Context: an optimization exercise on an open-source flow, tuned for a short achievable clock period and few clock cycles. The choices shown serve that exercise and are no tape-out recipe.
Only simulation tests tie the RTL to the original design; equivalence was not proved.
Power and IR drop assume default switching activity.

--- flow/config.mk ---
export PLATFORM = sky130hd
export DESIGN_NAME = riscvTop
export DESIGN_NICKNAME = riscvTop
export VERILOG_FILES = /design/flow/design.v
export SDC_FILE = /design/flow/constraint.sdc
export NUM_CORES = 4
export LEC_CHECK = 0
export CAP_MARGIN = 20
export CORE_MARGIN = 2
export CORE_UTILIZATION = 40
export SETUP_SLACK_MARGIN = 5
export SLEW_MARGIN = 20
export TNS_END_PERCENT = 100
--- flow/constraint.sdc ---
create_clock -name core_clock -period 7.0 [get_ports {CLK}]
set_input_delay 1.4000 -clock core_clock [delete_from_list [all_inputs] [get_ports {CLK}]]
set_output_delay 1.4000 -clock core_clock [all_outputs]
set_load 0.01 [all_outputs]
--- flow/design.v ---
`timescale 1ns/1ps
package riscvPkg;
   localparam int addrWidth = 12;
   localparam logic [6:0] opLui    = 7'b0110111;
   localparam logic [6:0] opJal    = 7'b1101111;
   localparam logic [6:0] opBranch = 7'b1100011;
   localparam logic [6:0] opLoad   = 7'b0000011;
   localparam logic [6:0] opStore  = 7'b0100011;
   localparam logic [6:0] opImm    = 7'b0010011;
   localparam logic [6:0] opReg    = 7'b0110011;
   localparam logic [6:0] opSystem = 7'b1110011;
   localparam logic [3:0] aluAdd   = 4'd0;
   localparam logic [3:0] aluSub   = 4'd1;
   localparam logic [3:0] aluAnd   = 4'd2;
   localparam logic [3:0] aluOr    = 4'd3;
   localparam logic [3:0] aluXor   = 4'd4;
   localparam logic [3:0] aluSlt   = 4'd5;
   localparam logic [3:0] aluSll   = 4'd6;
   localparam logic [3:0] aluSrl   = 4'd7;
   localparam logic [3:0] aluPassB = 4'd8;   
   localparam logic [1:0] rwAlu  = 2'd0;
   localparam logic [1:0] rwMem  = 2'd1;
   localparam logic [1:0] rwLink = 2'd2;
   localparam logic [1:0] fwdNone = 2'd0;
   localparam logic [1:0] fwdMem  = 2'd1;
   localparam logic [1:0] fwdWb   = 2'd2;
   localparam logic [31:0] nopInstr  = 32'h0000_0013;   
   localparam logic [31:0] haltInstr = 32'h0010_0073;   
   typedef union packed {
      struct packed {
         logic [6:0] funct7;
         logic [4:0] rs2;
         logic [4:0] rs1;
         logic [2:0] funct3;
         logic [4:0] rd;
         logic [6:0] opcode;
      } r;
      struct packed {
         logic [11:0] imm;
         logic [4:0]  rs1;
         logic [2:0]  funct3;
         logic [4:0]  rd;
         logic [6:0]  opcode;
      } i;
      struct packed {
         logic [6:0] immHi;
         logic [4:0] rs2;
         logic [4:0] rs1;
         logic [2:0] funct3;
         logic [4:0] immLo;
         logic [6:0] opcode;
      } s;
      struct packed {
         logic       imm12;
         logic [5:0] imm10_5;
         logic [4:0] rs2;
         logic [4:0] rs1;
         logic [2:0] funct3;
         logic [3:0] imm4_1;
         logic       imm11;
         logic [6:0] opcode;
      } b;
      struct packed {
         logic [19:0] imm;
         logic [4:0]  rd;
         logic [6:0]  opcode;
      } u;
      struct packed {
         logic       imm20;
         logic [9:0] imm10_1;
         logic       imm11;
         logic [7:0] imm19_12;
         logic [4:0] rd;
         logic [6:0] opcode;
      } j;
   } instrWord_u;
endpackage
`timescale 1ns/1ps
`timescale 1ns/1ps
`timescale 1ns/1ps
`timescale 1ns/1ps
`timescale 1ns/1ps
module riscvTop (
   input  logic                           CLK,
   input  logic                           RSTn,
   output logic                           iMemCsn,
   output logic [riscvPkg::addrWidth-1:0] iMemAddr,   
   input  logic [31:0]                    iMemData,
   output logic                           dMemCsn,
   output logic [riscvPkg::addrWidth-1:0] dMemAddr,   
   output logic [31:0]                    dMemDout,
   input  logic [31:0]                    dMemData,
   output logic                           dMemWen,
   output logic                           rfWe,
   output logic [4:0]                     rfRa1,
   output logic [4:0]                     rfRa2,
   output logic [4:0]                     rfWa,
   input  logic [31:0]                    rfRd1,
   input  logic [31:0]                    rfRd2,
   output logic [31:0]                    rfWd,
   output logic                           halt,
   output logic [31:0]                    numInst
);
   logic [9:0]  pc;
   logic        stop;
   logic        dValid, dWe, dLoad, dStore, dBr, dJal, dSys, dUseA, dUseB;
   logic        dSub, dAdd, dSlt, dSll, dXor, dSrl, dOr, dAnd, dBne, dPred;
   logic [4:0]  dRs1, dRs2, dRd;
   logic [31:0] dImm;
   logic [9:0]  dAlt;
   logic        d1x, d1m, d1w, d2x, d2m, d2w;
   logic        xValid, xWe, xLdWe, xLoad, xStore, xBr, xBne, xPred, xHalt, xSdM;
   logic        xSub, xAdd, xSlt, xSll, xXor, xSrl, xOr, xAnd;
   logic [4:0]  xRd;
   logic [9:0]  xAlt;
   logic [31:0] xA, xB, xS;   
   logic        mValid, mWe, mLoad, mStore, mHalt;
   logic [4:0]  mRd;
   logic [31:0] mRes, mSd;
   logic        wWe;
   logic [4:0]  wRd;
   logic [31:0] wData;
   logic        haltR;
   logic        stall, goX, mis;
   logic [31:0] fi;
   logic [6:0]  op;
   logic [4:0]  fRs1, fRs2, fRd;
   logic [2:0]  f3;
   logic        fLui, fJal, fBr, fLd, fSt, fImm, fReg, fSys, fRI, fPredT;
   logic        fUseA, fUseB, fWe;
   logic [31:0] fImmV;
   logic [9:0]  pc4, tB, tJ;
   assign fi   = iMemData;
   assign op   = fi[6:0];
   assign fRs1 = fi[19:15];
   assign fRs2 = fi[24:20];
   assign fRd  = fi[11:7];
   assign f3   = fi[14:12];
   assign fLui = (op == riscvPkg::opLui);
   assign fJal = (op == riscvPkg::opJal);
   assign fBr  = (op == riscvPkg::opBranch);
   assign fLd  = (op == riscvPkg::opLoad);
   assign fSt  = (op == riscvPkg::opStore);
   assign fImm = (op == riscvPkg::opImm);
   assign fReg = (op == riscvPkg::opReg);
   assign fSys = (op == riscvPkg::opSystem);
   assign fRI  = fReg || fImm;
   assign fUseA = !(fLui || fJal);
   assign fUseB = fReg || fBr;
   assign fWe   = (fRI || fLui || fJal || fLd) && fRd != 5'd0;
   assign fPredT = fJal || (fBr && fi[31]);
   always_comb begin
      if (fJal)      fImmV = {20'd0, pc4, 2'b00};   
      else if (fLui) fImmV = {fi[31:12], 12'd0};
      else if (fSt)  fImmV = {{20{fi[31]}}, fi[31:25], fi[11:7]};
      else           fImmV = {{20{fi[31]}}, fi[31:20]};
   end
   logic [9:0] offB, offJ;
   assign offB = {fi[7], fi[30:25], fi[11:9]};
   assign offJ = {fi[20], fi[30:22]};
   assign pc4  = pc + 10'd1;
   function automatic logic [9:0] add10(input logic [9:0] x, input logic [9:0] y);
      logic [9:0] g, p, gg, pp;
      g = x & y;
      p = x ^ y;
      for (int l = 0; l < 4; l++) begin
         gg = g;
         pp = p;
         for (int i = 0; i < 10; i++) begin
            if (i >= (1 << l)) begin
               gg[i] = g[i] | (p[i] & g[i - (1 << l)]);
               pp[i] = p[i] & p[i - (1 << l)];
            end
         end
         g = gg;
         p = pp;
      end
      add10 = (x ^ y) ^ {g[8:0], 1'b0};
   endfunction
   assign tB = add10(pc, offB);
   assign tJ = add10(pc, offJ);
   assign iMemCsn  = stop;
   assign iMemAddr = {pc, 2'b00};
   always_ff @(posedge CLK) begin
      if (RSTn) begin
         pc     <= 10'd0;
         stop   <= 1'b0;
         dValid <= 1'b0;
      end else begin
         if (mis) begin
            pc     <= xAlt;
            dValid <= 1'b0;
         end else if (!stall && !stop) begin
            if (fJal)
               pc <= tJ;
            else if (fBr && fi[31])
               pc <= tB;
            else
               pc <= pc4;
            dValid <= !(dValid && dSys);
         end
         if (goX && dSys)
            stop <= 1'b1;
      end
      if (!stall) begin
         dWe    <= fWe;
         dLoad  <= fLd;
         dStore <= fSt;
         dBr    <= fBr;
         dJal   <= fJal;
         dSys   <= fSys;
         dUseA  <= fUseA;
         dUseB  <= fUseB;
         dSub   <= (fReg && f3 == 3'b000 && fi[30]) || (fRI && f3 == 3'b010);
         dAdd   <= !fRI || f3 == 3'b000;
         dSlt   <= fRI && f3 == 3'b010;
         dSll   <= fRI && f3 == 3'b001;
         dXor   <= fRI && f3 == 3'b100;
         dSrl   <= fRI && f3 == 3'b101;
         dOr    <= fRI && f3 == 3'b110;
         dAnd   <= fRI && f3 == 3'b111;
         dBne   <= f3[0];
         dPred  <= fi[31];
         dRs1   <= fRs1;
         dRs2   <= fRs2;
         dRd    <= fRd;
         dImm   <= fImmV;
         dAlt   <= fi[31] ? pc4 : tB;
         d1x    <= dValid && dWe && dRd == fRs1;
         d1m    <= xWe && xRd == fRs1;
         d1w    <= mWe && mRd == fRs1;
         d2x    <= dValid && dWe && dRd == fRs2;
         d2m    <= xWe && xRd == fRs2;
         d2w    <= mWe && mRd == fRs2;
      end else begin
         d1x    <= 1'b0;
         d1m    <= d1x;
         d1w    <= d1m;
         d2x    <= 1'b0;
         d2m    <= d2x;
         d2w    <= d2m;
      end
   end
   assign rfRa1 = dRs1;
   assign rfRa2 = dRs2;
   assign stall = dValid && xLoad && ((dUseA && d1x) || (dUseB && d2x));
   assign goX   = dValid && !mis && !stall;
   logic [31:0] mVal, reg1, reg2;
   assign mVal = mLoad ? dMemData : mRes;
   assign reg1 = d1m ? mVal : d1w ? wData : rfRd1;
   assign reg2 = d2m ? mVal : d2w ? wData : rfRd2;
   logic [31:0] sum, pSum, cin, resOther, res;
   logic        lt;
   logic        cSA, cLA, cOA, cRA;
   logic [31:0] nxA, othA;
   assign cSA  = dUseA && d1x && xAdd;
   assign cLA  = dUseA && d1x && xSlt;
   assign cOA  = dUseA && d1x && !xAdd && !xSlt;
   assign cRA  = dUseA && !d1x;
   assign othA = ({32{cOA}} & resOther) | ({32{cRA}} & reg1) | {31'd0, cLA & lt};
   assign nxA  = ({32{cSA}} & sum) | othA;
   logic        cSB, cLB, cOB, cRB, cIB;
   logic [31:0] nxB, othB;
   assign cSB  = dUseB && d2x && xAdd;
   assign cLB  = dUseB && d2x && xSlt;
   assign cOB  = dUseB && d2x && !xAdd && !xSlt;
   assign cRB  = dUseB && !d2x;
   assign cIB  = !dUseB;
   assign othB = (({32{cOB}} & resOther) | ({32{cRB}} & reg2) | ({32{cIB}} & dImm) |
                  {31'd0, cLB & lt}) ^ {32{dSub}};
   assign nxB  = cSB ? (pSum ^ {32{dSub}} ^ cin) : othB;
   logic        cSS, cLS, cOS;
   logic [31:0] nxS;
   assign cSS = d2x && xAdd;
   assign cLS = d2x && xSlt;
   assign cOS = d2x && !xAdd && !xSlt;
   assign nxS = ({32{cSS}} & sum) | ({32{cOS}} & resOther) | ({32{!d2x}} & reg2) |
                {31'd0, cLS & lt};
   always_ff @(posedge CLK) begin
      if (RSTn) begin
         xValid <= 1'b0;
         xWe    <= 1'b0;
         xLdWe  <= 1'b0;
         xLoad  <= 1'b0;
         xStore <= 1'b0;
         xBr    <= 1'b0;
         xHalt  <= 1'b0;
      end else begin
         xValid <= goX;
         xWe    <= goX && dWe;
         xLdWe  <= goX && dLoad && dWe;
         xLoad  <= goX && dLoad;
         xStore <= goX && dStore;
         xBr    <= goX && dBr;
         xHalt  <= goX && dSys;
      end
      xRd   <= dRd;
      xBne  <= dBne;
      xPred <= dPred;
      xAlt  <= dAlt;
      xSub  <= dSub;
      xAdd  <= dAdd;
      xSlt  <= dSlt;
      xSll  <= dSll;
      xXor  <= dXor;
      xSrl  <= dSrl;
      xOr   <= dOr;
      xAnd  <= dAnd;
      xA    <= nxA;
      xB    <= nxB;
      xS    <= nxS;
      xSdM  <= dStore && d2x && xLoad;   
   end
   logic [31:0] a, b;
   logic        eq;
   assign a = xA;
   assign b = xB;   
   logic [5:0][31:0] gk;
   logic [5:0][31:0] pk;
   assign gk[0] = a & b;
   assign pk[0] = a ^ b;
   for (genvar l = 0; l < 5; l++) begin : ks
      for (genvar i = 0; i < 32; i++) begin : kb
         if (i >= (1 << l)) begin : op
            assign gk[l+1][i] = gk[l][i] | (pk[l][i] & gk[l][i - (1 << l)]);
            assign pk[l+1][i] = pk[l][i] & pk[l][i - (1 << l)];
         end else begin : pass
            assign gk[l+1][i] = gk[l][i];
            assign pk[l+1][i] = pk[l][i];
         end
      end
   end
   assign cin[0] = xSub;
   for (genvar i = 1; i < 32; i++) begin : carry
      assign cin[i] = gk[5][i-1] | (pk[5][i-1] & xSub);
   end
   assign pSum = pk[0];
   assign sum  = pSum ^ cin;
   assign lt  = (a[31] == b[31]) ? a[31] : sum[31];
   assign eq  = (a == b);
   assign mis = xBr && ((eq ^ xBne) != xPred);
   assign resOther = ({32{xSll}} & (a << b[4:0])) |
                     ({32{xXor}} & (a ^ b)) |
                     ({32{xSrl}} & (a >> b[4:0])) |
                     ({32{xOr}}  & (a | b)) |
                     ({32{xAnd}} & (a & b));
   assign res = xAdd ? sum : xSlt ? {31'd0, lt} : resOther;
   always_ff @(posedge CLK) begin
      if (RSTn) begin
         mValid <= 1'b0;
         mWe    <= 1'b0;
         mLoad  <= 1'b0;
         mStore <= 1'b0;
         mHalt  <= 1'b0;
      end else begin
         mValid <= xValid;
         mWe    <= xWe;
         mLoad  <= xLoad;
         mStore <= xStore;
         mHalt  <= xHalt;
      end
      mRd  <= xRd;
      mRes <= res;
      mSd  <= xSdM ? dMemData : xS;
   end
   assign dMemCsn  = !(mLoad || mStore);
   assign dMemWen  = !mStore;
   assign dMemAddr = mRes[riscvPkg::addrWidth+1:2];
   assign dMemDout = mSd;
   always_ff @(posedge CLK) begin
      if (RSTn) begin
         wWe     <= 1'b0;
         haltR   <= 1'b0;
         numInst <= 32'd0;
      end else begin
         wWe   <= mWe;
         haltR <= haltR || mHalt;
         if (mValid && !haltR)
            numInst <= numInst + 32'd1;   
      end
      wRd   <= mRd;
      wData <= mVal;
   end
   assign rfWe = wWe;
   assign rfWa = wRd;
   assign rfWd = wData;
   assign halt = haltR;
endmodule
--- flow/flow/run.sh ---
#!/bin/bash
# The standard layout, with the resizer free to change a cell's footprint
# (sky130hd's platform default restricts sizing to same-footprint swaps).
set -euo pipefail
bash standard.sh MATCH_CELL_FOOTPRINT=0 finish > standard.log 2>&1
--- flow/standard.sh ---
#!/bin/bash
# synth_recipe.tcl (not shown) runs the flow's synth.tcl, then flattens the netlist and writes it again
# the make line also repeats each setting of config.mk as NAME=value (left out here)
make -C /OpenROAD-flow-scripts/flow DESIGN_CONFIG=/design/flow/config.mk WORK_HOME=/design/flow/orfs CLKGATE_MAP_FILE= SYNTH_SCRIPT=/design/flow/synth_recipe.tcl "${@:-finish}"
==> impl_metrics.yaml, run 1 <==
critical_path:
  critPathKind: "flip-flop to flip-flop"
  critical_path_required_ps: 7480
  arrival_ps: 3520
  reg2reg_from: "xSrl"
  crit_start: "xSrl"
  crit_fanout: 10
  cp-start-kind: "flip-flop"
  endpoint_kind: "flip-flop"
finish:
  finish.utilization_pct: 63.9
  drive_above_1_share_pct: 48.5
  multi_input_comb_area_um2: 17000
  fin_nets: 3280
  fillers: 4545
  syn_to_final_growth_pct: 58.1
  final_area_um2: 36000
  seq_area_um2: 8390
routing:
  drcViolationCount: 0
  vias_per_cell: 6.23
  wl_per_cell_um: 30.5
  drtPass1Iterations: 5
  routed_wl_um: 118000
  postRouteAntennaNets: 0
  drt-initial-drc-count: 2872
  via_count: 24100
place:
  numPortBuffers: 267
  place_hpwl_um: 75600
  gp_congestion: 1.06
  place_ws_ps: 2830
  dpl_cell_area_um2: 26400
flow_run:
  drv_cap: 0
grt:
  grt_pass1_wl_um: 164000
  grt_max_degree: 68
  grt_pass1_vias: 23500
  track_usage_pct: 37.8
  gr-total-overflow: 0
  antenna_found_initial: 3
pwr:
  power.density_nw_per_um2: 199
  irDropWorstVdd_mv: 0.175
  power_leakage_nw: 14.2
clock_tree:
  cts-buffers-inserted: 42
  clock-root-buffer: "clkbuf_16"
  cts_max_path_buffers: 3
  cts.sinks: 365
  cts.reportedPaths.clkPinSlew_ps: 70
  h-tree-depth: 2
  cts_tree: "yes"
  insertion_delay_ps: 600
synthesis:
  yosys_warnings: 1
  synth.mux.area_fraction_pct: 16.2
  netlist.area_leader.share_pct: 25.6
  synth-edff-count: 74
  synth_top_family_by_area: "compound AO/OA/AOI/OAI gates"
  ys_top_cells_by_area: "dfxtp_1 (26%), edfxtp_1 (9.8%), mux4_2 (6.7%)"
  synth_flop_cell: "dfxtp_1"
  ys_seq_area_share_pct: 35.4
  yosys.area.top_type: "dfxtp_1"
  synth_compound_area_share_pct: 19.7
  yosys.area_share.simple_pct: 12.8
  synth_fa_ha_area_share_pct: 4.66
  synth-xor-area-share_pct: 5.04
  synthDistinctLibCells: 87
  synth_area_um2: 22700
  yosysMostFrequentCell: "dfxtp_1"
  synth.avg_cell_area_um2: 9.18
  synth_seq_cells: 365
  synthCells: 2477
  async_flop_share_pct: 0
  ys_top_cells_by_count: "dfxtp_1 (291), nor2_1 (219), nand2_1 (186)"
die:
  core_area_um2: 56300
  die_area_um2: 58800
  core.rowCount: 87
  io_pins: 270
  die_h_um: 242
  initial_utilization_pct: 40.4
  die_w_um: 242
timing:
  rsz0062_at_grt: "true"
  fin_skew_ps: 33.4
  drv_slew: 0
  fin_setup_tns_ps: 0
  period_needed_ps: 3040
  finalWorstSetupSlack_ps: 3960
  worstMarginPinSlew_ps: 873
  fmax_mhz: 329
  slew_headroom_pct: 40.9
  setup_viol: 0
  final_hold_viol_count: 0
  timing.final.crit_share_pct: 43.4
worst_hold_path:
  hold_path_class: "flip-flop to flip-flop"
  min_from: "dXor"
outcome:
  status: "finished clean"
[registers in the layout, indices dropped and copies added, names as in the netlist, 5 cells and up]
signal   cells
dImm        32
mRes        32
mSd         32
numInst     32
wData       32
xA          32
xB          32
xS          32
dAlt        10
pc          10
xAlt        10
dRd          5
dRs1         5
dRs2         5
mRd          5
wRd          5
xRd          5
[placed cells by master (no fill, tap or decap), types with 33 or more instances in the layout]
cell             instances
nor2_1                 176
mux4_2                  72
dfxtp_4                 56
buf_6                  191
clkbuf_16               60
edfxtp_1                74
nand3_1                 34
dfxtp_2                103
ha_4                    42
o21ai_0                 68
o21ai_1                 36
nor2b_1                 37
a211oi_1                33
nand2_1                157
mux2i_1                102
mux2_2                  55
clkdlybuf4s50_1         96
a21oi_1                 95
inv_1                  109
buf_4                  327
xor2_1                  57
buf_12                  36
dfxtp_1                132
a21oi_2                 39
a21o_1                  62
xnor2_1                 51
[cell type report]
cell class | count | share of cell area [%]
timing repair buffer | 740 | 20.9
multi-input combinational | 1780 | 47.4
antenna | 4 | 0.0278
sequential | 365 | 23.3
inverter | 133 | 1.60
clock buffer | 48 | 3.01
tap | 756 | 2.63
timing repair inverter | 5 | 0.129
clock inverter | 30 | 1.01
[final timing paths]
kind / depth (start not counted) / end / slack (ps)
worst max register to register: 8 / xB[0] / 3960
worst max-delay path: 8 / xB[0] / 3960
worst min-delay path: 0 / xXor / 330
worst min register to register: 0 / xXor / 330
[per-layer routing]
metal / vias to the layer above / GRT usage (%) / wire length (µm)
met3: 457 / 7.53 / 10600
met5: - / 0 / 0
met2: 1499 / 62.0 / 54400
met1: 11900 / 45.2 / 43200
li1: 10200 / - / -
met4: 0 / 24.5 / 9690
[report_power, final]
part | total (mW) | switching [mW] | leakage [nW] | internal, mW
Combinational | 2.31 | 1.20 | 10.2 | 1.11
Sequential | 2.50 | 0.160 | 3.28 | 2.34
Clock | 2.34 | 1.02 | 0.697 | 1.33
Total | 7.15 | 2.37 | 14.2 | 4.78
[per-stage QoR]
| stage | instances | hold slack, ps | power, mW |
|---|---|---|---|
| final | 3861 | 327 | 7.15 |
| after global routing | 3857 | 342 | 7.34 |
| after CTS | 3737 | 333 | 6.89 |
| after detailed placement | 3348 | 327 | 4.00 |
| after global placement | 3347 | 325 | 3.99 |
| after floorplan | 2478 | 323 | 3.36 |
[cells by family after synthesis]
group / Yosys count
AOI/OAI and AO/OA: 661
and+or+nand+nor: 635
DFF: 365
buffers and inverters: 335
muxes: 266
xor gates and xnor gates: 131
adders and majority gates: 83
other: 1
[critical path, cell delays in order, from the launching register on]
cell and delay (ps):
dfxtp_1 550, nand2_1 600, nor2_2 720, nand2_1 120, o311ai_1 250, o21ai_1 170, o211a_1 160, o31ai_2 70
xor2_1 270
[timing repair]
item	in CTS	in global routing
buffers inserted	288	112
gates resized for setup	1371	248
endpoints found under the hold margin	0	0
pin swaps	196	151
hold buffers	0	0
setup endpoints to repair	430	414
gates cloned	23	8
Testbench counts, summed over its fixed seeds: cycles 43,355.
==> run 2: changes to the inputs <==
--- a/flow/design.v
+++ b/flow/design.v
@@ -80,2 +80,121 @@
 `timescale 1ns/1ps
+module pgCell (
+   input  logic a,
+   input  logic b,
+   output logic g,
+   output logic p
+);
+   assign g = a & b;
+   assign p = a ^ b;
+endmodule
+module g0Cell (
+   input  logic a,
+   input  logic b,
+   input  logic ci,
+   output logic g
+);
+   assign g = (a & b) | ((a | b) & ci);
+endmodule
+module pfxCell (
+   input  logic g,
+   input  logic p,
+   input  logic gl,
+   input  logic pl,
+   output logic go,
+   output logic po
+);
+   assign go = g | (p & gl);
+   assign po = p & pl;
+endmodule
+module pfxG (
+   input  logic g,
+   input  logic p,
+   input  logic gl,
+   output logic go
+);
+   assign go = g | (p & gl);
+endmodule
+module ksAdd32 (
+   input  logic [31:0] a,
+   input  logic [31:0] b,
+   input  logic        ci,
+   output logic [31:0] p,
+   output logic [31:0] c,
+   output logic [31:0] s
+);
+   logic [5:0][31:0] gk;
+   logic [5:0][31:0] pk;
+   logic [31:0]      g0;
+   for (genvar i = 0; i < 32; i++) begin : pg
+      pgCell uPg (.a(a[i]), .b(b[i]), .g(g0[i]), .p(pk[0][i]));
+   end
+   g0Cell uG0 (.a(a[0]), .b(b[0]), .ci(ci), .g(gk[0][0]));
+   assign gk[0][31:1] = g0[31:1];
+   for (genvar l = 0; l < 5; l++) begin : ks
+      for (genvar i = 0; i < 32; i++) begin : kb
+         if (i >= (1 << l)) begin : op
+            if (i >= (2 << l)) begin : gp
+               pfxCell uP (.g(gk[l][i]), .p(pk[l][i]), .gl(gk[l][i - (1 << l)]),
+                           .pl(pk[l][i - (1 << l)]), .go(gk[l+1][i]), .po(pk[l+1][i]));
+            end else begin : gonly
+               pfxG uP (.g(gk[l][i]), .p(pk[l][i]), .gl(gk[l][i - (1 << l)]),
+                        .go(gk[l+1][i]));
+               assign pk[l+1][i] = 1'b0;
+            end
+         end else begin : pass
+            assign gk[l+1][i] = gk[l][i];
+            assign pk[l+1][i] = pk[l][i];
+         end
+      end
+   end
+   assign c = {gk[5][30:0], ci};
+   assign p = pk[0];
+   assign s = p ^ c;
+endmodule
+module lateOr32 (
+   input  logic [31:0] sel,
+   input  logic [31:0] late,
+   input  logic [31:0] other,
+   output logic [31:0] y
+);
+   assign y = (sel & late) | other;
+endmodule
+module lateXor32 (
+   input  logic [31:0] sel,
+   input  logic [31:0] pp,
+   input  logic [31:0] c,
+   input  logic [31:0] other,
+   output logic [31:0] y
+);
+   assign y = (sel & (pp ^ c)) | (~sel & other);
+endmodule
+module ksAdd10 (
+   input  logic [9:0] x,
+   input  logic [9:0] y,
+   output logic [9:0] s
+);
+   logic [4:0][9:0] gk;
+   logic [4:0][9:0] pk;
+   for (genvar i = 0; i < 10; i++) begin : pg
+      pgCell uPg (.a(x[i]), .b(y[i]), .g(gk[0][i]), .p(pk[0][i]));
+   end
+   for (genvar l = 0; l < 4; l++) begin : ks
+      for (genvar i = 0; i < 10; i++) begin : kb
+         if (i >= (1 << l)) begin : op
+            if (i >= (2 << l)) begin : gp
+               pfxCell uP (.g(gk[l][i]), .p(pk[l][i]), .gl(gk[l][i - (1 << l)]),
+                           .pl(pk[l][i - (1 << l)]), .go(gk[l+1][i]), .po(pk[l+1][i]));
+            end else begin : gonly
+               pfxG uP (.g(gk[l][i]), .p(pk[l][i]), .gl(gk[l][i - (1 << l)]),
+                        .go(gk[l+1][i]));
+               assign pk[l+1][i] = 1'b0;
+            end
+         end else begin : pass
+            assign gk[l+1][i] = gk[l][i];
+            assign pk[l+1][i] = pk[l][i];
+         end
+      end
+   end
+   assign s = pk[0] ^ {gk[4][8:0], 1'b0};
+endmodule
 `timescale 1ns/1ps
@@ -111,3 +230,3 @@
    logic        d1x, d1m, d1w, d2x, d2m, d2w;
-   logic        xValid, xWe, xLdWe, xLoad, xStore, xBr, xBne, xPred, xHalt, xSdM;
+   logic        xValid, xWe, xLdWe, xLoad, xStore, xBr, xBne, xPred, xHalt, xSdM, xLate;
    logic        xSub, xAdd, xSlt, xSll, xXor, xSrl, xOr, xAnd;
@@ -161,22 +280,4 @@
    assign pc4  = pc + 10'd1;
-   function automatic logic [9:0] add10(input logic [9:0] x, input logic [9:0] y);
-      logic [9:0] g, p, gg, pp;
-      g = x & y;
-      p = x ^ y;
-      for (int l = 0; l < 4; l++) begin
-         gg = g;
-         pp = p;
-         for (int i = 0; i < 10; i++) begin
-            if (i >= (1 << l)) begin
-               gg[i] = g[i] | (p[i] & g[i - (1 << l)]);
-               pp[i] = p[i] & p[i - (1 << l)];
-            end
-         end
-         g = gg;
-         p = pp;
-      end
-      add10 = (x ^ y) ^ {g[8:0], 1'b0};
-   endfunction
-   assign tB = add10(pc, offB);
-   assign tJ = add10(pc, offJ);
+   ksAdd10 uTB (.x(pc), .y(offB), .s(tB));
+   ksAdd10 uTJ (.x(pc), .y(offJ), .s(tJ));
    assign iMemCsn  = stop;
@@ -245,3 +346,3 @@
    assign rfRa2 = dRs2;
-   assign stall = dValid && xLoad && ((dUseA && d1x) || (dUseB && d2x));
+   assign stall = dValid && xLate && ((dUseA && d1x) || (dUseB && d2x));
    assign goX   = dValid && !mis && !stall;
@@ -251,3 +352,3 @@
    assign reg2 = d2m ? mVal : d2w ? wData : rfRd2;
-   logic [31:0] sum, pSum, cin, resOther, res;
+   logic [31:0] sum, pSum, cin, resOther, resShift, res;
    logic        lt;
@@ -259,4 +360,4 @@
    assign cRA  = dUseA && !d1x;
-   assign othA = ({32{cOA}} & resOther) | ({32{cRA}} & reg1) | {31'd0, cLA & lt};
-   assign nxA  = ({32{cSA}} & sum) | othA;
+   assign othA = ({32{cOA}} & resOther) | ({32{cRA}} & reg1) | {31'd0, cSA & sum[0]};
+   lateOr32 uFwdA (.sel({{31{cSA}}, cLA}), .late({sum[31:1], lt}), .other(othA), .y(nxA));
    logic        cSB, cLB, cOB, cRB, cIB;
@@ -269,4 +370,7 @@
    assign othB = (({32{cOB}} & resOther) | ({32{cRB}} & reg2) | ({32{cIB}} & dImm) |
-                  {31'd0, cLB & lt}) ^ {32{dSub}};
-   assign nxB  = cSB ? (pSum ^ {32{dSub}} ^ cin) : othB;
+                  {31'd0, cSB & sum[0]}) ^ {32{dSub}};
+   logic [31:0] pSubB;
+   assign pSubB = pSum ^ {32{dSub}};
+   lateXor32 uFwdB (.sel({{31{cSB}}, cLB}), .pp({pSubB[31:1], dSub}), .c({cin[31:1], lt}),
+                    .other(othB), .y(nxB));
    logic        cSS, cLS, cOS;
@@ -276,4 +380,5 @@
    assign cOS = d2x && !xAdd && !xSlt;
-   assign nxS = ({32{cSS}} & sum) | ({32{cOS}} & resOther) | ({32{!d2x}} & reg2) |
-                {31'd0, cLS & lt};
+   logic [31:0] othS;
+   assign othS = ({32{cOS}} & resOther) | ({32{!d2x}} & reg2) | {31'd0, cSS & sum[0]};
+   lateOr32 uFwdS (.sel({{31{cSS}}, cLS}), .late({sum[31:1], lt}), .other(othS), .y(nxS));
    always_ff @(posedge CLK) begin
@@ -287,2 +392,3 @@
          xHalt  <= 1'b0;
+         xLate  <= 1'b0;
       end else begin
@@ -295,2 +401,3 @@
          xHalt  <= goX && dSys;
+         xLate  <= goX && (dLoad || dSll || dSrl);
       end
@@ -311,3 +418,3 @@
       xS    <= nxS;
-      xSdM  <= dStore && d2x && xLoad;   
+      xSdM  <= dStore && d2x && xLate;   
    end
@@ -317,32 +424,14 @@
    assign b = xB;   
-   logic [5:0][31:0] gk;
-   logic [5:0][31:0] pk;
-   assign gk[0] = a & b;
-   assign pk[0] = a ^ b;
-   for (genvar l = 0; l < 5; l++) begin : ks
-      for (genvar i = 0; i < 32; i++) begin : kb
-         if (i >= (1 << l)) begin : op
-            assign gk[l+1][i] = gk[l][i] | (pk[l][i] & gk[l][i - (1 << l)]);
-            assign pk[l+1][i] = pk[l][i] & pk[l][i - (1 << l)];
-         end else begin : pass
-            assign gk[l+1][i] = gk[l][i];
-            assign pk[l+1][i] = pk[l][i];
-         end
-      end
-   end
-   assign cin[0] = xSub;
-   for (genvar i = 1; i < 32; i++) begin : carry
-      assign cin[i] = gk[5][i-1] | (pk[5][i-1] & xSub);
-   end
-   assign pSum = pk[0];
-   assign sum  = pSum ^ cin;
-   assign lt  = (a[31] == b[31]) ? a[31] : sum[31];
+   ksAdd32 uAdd (.a(a), .b(b), .ci(xSub), .p(pSum), .c(cin), .s(sum));
+   assign lt  = pSum[31] ? !cin[31] : a[31];
    assign eq  = (a == b);
    assign mis = xBr && ((eq ^ xBne) != xPred);
-   assign resOther = ({32{xSll}} & (a << b[4:0])) |
-                     ({32{xXor}} & (a ^ b)) |
-                     ({32{xSrl}} & (a >> b[4:0])) |
+   assign resOther = ({32{xXor}} & (a ^ b)) |
                      ({32{xOr}}  & (a | b)) |
                      ({32{xAnd}} & (a & b));
-   assign res = xAdd ? sum : xSlt ? {31'd0, lt} : resOther;
+   assign resShift = ({32{xSll}} & (a << b[4:0])) |
+                     ({32{xSrl}} & (a >> b[4:0]));
+   logic [31:0] othR;
+   assign othR = resOther | resShift | {31'd0, xAdd & sum[0]};
+   lateOr32 uRes (.sel({{31{xAdd}}, xSlt}), .late({sum[31:1], lt}), .other(othR), .y(res));
    always_ff @(posedge CLK) begin
@@ -363,3 +452,3 @@
       mRes <= res;
-      mSd  <= xSdM ? dMemData : xS;
+      mSd  <= xSdM ? mVal : xS;
    end
==> flow/run.sh (new file) <==
#!/bin/bash
# synth_recipe.tcl (not shown) runs the flow's synth.tcl, then flattens the netlist and writes it again
# the make line also repeats each setting of config.mk as NAME=value (left out here)
make -C /OpenROAD-flow-scripts/flow DESIGN_CONFIG=/design/flow/config.mk WORK_HOME=/design/flow/orfs CLKGATE_MAP_FILE= SYNTH_SCRIPT=/design/flow/synth_recipe.tcl finish
--- a/flow/config.mk
+++ b/flow/config.mk
@@ -12,2 +12,4 @@
 export SLEW_MARGIN = 20
+export SYNTH_HIERARCHICAL = 1
+export SYNTH_MINIMUM_KEEP_SIZE = 0
 export TNS_END_PERCENT = 100
removed: flow/flow/run.sh
removed: flow/standard.sh
==> run 2 against run 1 <==
Against the previous run:
- hold slack lost 12 ps
- sequential share of layout area decreased by 1.4 points
- combinational power up 13%
- critical endpoint is now mRes[27]
- first-iteration DRC count decreased by 20%
- still clean on timing, DRC and antenna
- sequential power is 2% higher
==> impl_metrics.yaml, run 2 <==
timing:
  drv_slew: 0
  fin_setup_tns_ps: 0
  fmax_mhz: 378
  fin_skew_ps: 47.2
  period_needed_ps: 2650
  slew_headroom_pct: 18.7
  setup_viol: 0
  timing.final.crit_share_pct: 37.8
  rsz0062_at_grt: "true"
  worstMarginPinSlew_ps: 1210
  finalWorstSetupSlack_ps: 4350
  final_hold_viol_count: 0
critical_path:
  cp-start-kind: "flip-flop"
  critPathKind: "flip-flop to flip-flop"
  slowest_delay_ps: 520
  endpoint_kind: "flip-flop"
  critical_path_required_ps: 7460
  arrival_ps: 3100
  critPathTopFamily: "multiplexers"
  cpMaxStageDelayCell: "mux4_2"
  critPathBufInv: 4
  cp_cell_sequence: "buf_8 -> buf_12 -> buf_16 -> buf_12 -> mux4_2 -> mux2_4 -> a32oi_4 -> nand4_1 -> a21o_1"
  crit_fanout: 6
  crit_top_cell: "buf_12"
die:
  initial_utilization_pct: 40.5
  die_w_um: 252
  core_area_um2: 60500
  die_h_um: 252
  io_pins: 270
  core.rowCount: 90
  die_area_um2: 63300
routing:
  wl_per_cell_um: 29.0
  via_count: 24500
  vias_per_cell: 5.98
  drt-initial-drc-count: 2292
  postRouteAntennaNets: 0
  drtPass1Iterations: 8
  drcViolationCount: 0
  routed_wl_um: 119000
grt:
  antenna_found_initial: 2
  grt_pass1_wl_um: 165000
  grt_max_degree: 65
  gr-total-overflow: 0
  grt_pass1_vias: 24300
  track_usage_pct: 35.5
pwr:
  switching_share_pct: 33.0
  irDropWorstVdd_mv: 0.185
  p_comb_share_pct: 35.1
  seqPwrFrac_pct: 34.3
  internal_power_mw: 4.95
  p_switching_mw: 2.44
  pwr-share-clk_pct: 30.5
  power.density_nw_per_um2: 190
  power_leakage_nw: 17.1
clock_tree:
  cts.reportedPaths.clkPinSlew_ps: 60
  cts_max_path_buffers: 3
  cts_tree: "yes"
  cts-buffers-inserted: 43
  cts_hold_buf: 0
  cts.sinks: 366
  insertion_delay_ps: 610
  clock-root-buffer: "clkbuf_16"
  h-tree-depth: 2
place:
  place_ws_ps: 2900
  gp_congestion: 0.975
  numPortBuffers: 267
  place_hpwl_um: 78100
synthesis:
  synth.avg_cell_area_um2: 9.21
  synth_area_um2: 24500
  synthCells: 2661
  yosys_warnings: 7
flow_run:
  drv_cap: 0
finish:
  multi_input_comb_area_um2: 19400
  drive_above_1_share_pct: 48.5
  layout_commonest_cell: "buf_4"
  fin_nets: 3521
  syn_to_final_growth_pct: 58.5
  seq_area_um2: 8510
  final_cell_mix: "buf_4 (371), a21o_1 (254), nor2_1 (212), buf_6 (206), inv_1 (130)"
  fillers: 4771
worst_hold_path:
  hold_path_class: "flip-flop to flip-flop"
outcome:
  status: "finished clean"
## run 2: worst reg2reg max path, cell delays in order (launching register included)
cell     delay, ps
dfxtp_4        380
buf_8          150
buf_12         110
buf_16         130
buf_12         120
mux4_2         520
mux2_4         320
a32oi_4        340
nand4_1        220
a21o_1         240
## run 2: metrics by stage
stage	hold slack [ps]	std cells	instance area [µm²]	util [%]	power (mW)
floorplan	323	2662	26100	-	3.57
global placement	324	3536	28600	47.3	4.19
detailed placement	328	3539	28600	47.4	4.19
CTS	323	3945	36300	60.0	7.04
global route	339	4090	38800	64.2	7.62
finish	316	4092	38800	64.2	7.39
## run 2: path summary, 6_finish.rpt
path	startpoint	endpoint	slack, ps	cells past startpoint
worst max-delay path	xB[0]	mRes[27]	4350	9
worst min-delay path	dAdd	xAdd	320	0
worst max register to register	xB[0]	mRes[27]	4350	9
worst min register to register	dAdd	xAdd	320	0
## run 2: layer usage
metal,share of wire [%],vias to the layer above,global-route usage [%]
met5,0,-,0
met4,8.3,0,24.5
met3,7.7,372,6.07
met2,47,1290,59.4
met1,37,12100,41.7
li1,-,10700,-
## run 2: power by group through the flow
stage,clock network [mW],logic [mW],registers (mW)
floorplan,0,1.03,2.54
global placement,0,1.60,2.59
detailed placement,0,1.59,2.59
CTS,2.28,2.22,2.53
global route,2.37,2.69,2.55
finish,2.26,2.60,2.54
## run 2: layout make-up
type / instances / area share, %
inverter: 153 / 1.62
sequential: 366 / 21.9
clock buffer: 58 / 3.09
multi-input combinational: 1929 / 50.1
timing repair buffer: 779 / 20.3
clock inverter: 21 / 0.496
tap: 782 / 2.52
antenna: 4 / 0.0258
## run 2: what timing repair did
item | 4_1_cts | 5_1_grt
pin swaps | 210 | 246
gates resized for setup | 1585 | 371
cloned | 20 | 4
endpoints found under the setup margin | 437 | 339
setup buffers | 307 | 139
Testbench counts of run 2, summed over its fixed seeds: cycles 43,748.

-- separate check: timing with driven ports --
The flow's constraints put no driver on any port. The routed layouts listed below were extracted and timed again, unchanged, in two steps.
Step 1, drivers: a clkbuf_16 drives CLK and a buf_2 each remaining input, both assumed.
Step 2 times the ports against the registers' clock, not the clock port: input delays grow and output delays shrink by t, the midpoint of the rising clock arrivals with the driver on.
Three values: ideal ports, drivers, drivers and shift; two values: the first two.
run	t (ns)	setup slack, ns	latest minus earliest clock arrival (ns)	slew at the worst register clock pin (ns)
run 1	0.651	3.961 / 3.961 / 3.454	0.033 / 0.033	0.07 / 0.07
run 2	0.650	4.353 / 4.353 / 3.757	0.048 / 0.048	0.07 / 0.07
After both steps every run listed still meets setup and hold. The setup slack of run 2, which loses most, moves by 0.000 ns with the drivers and by -0.596 ns with both steps.
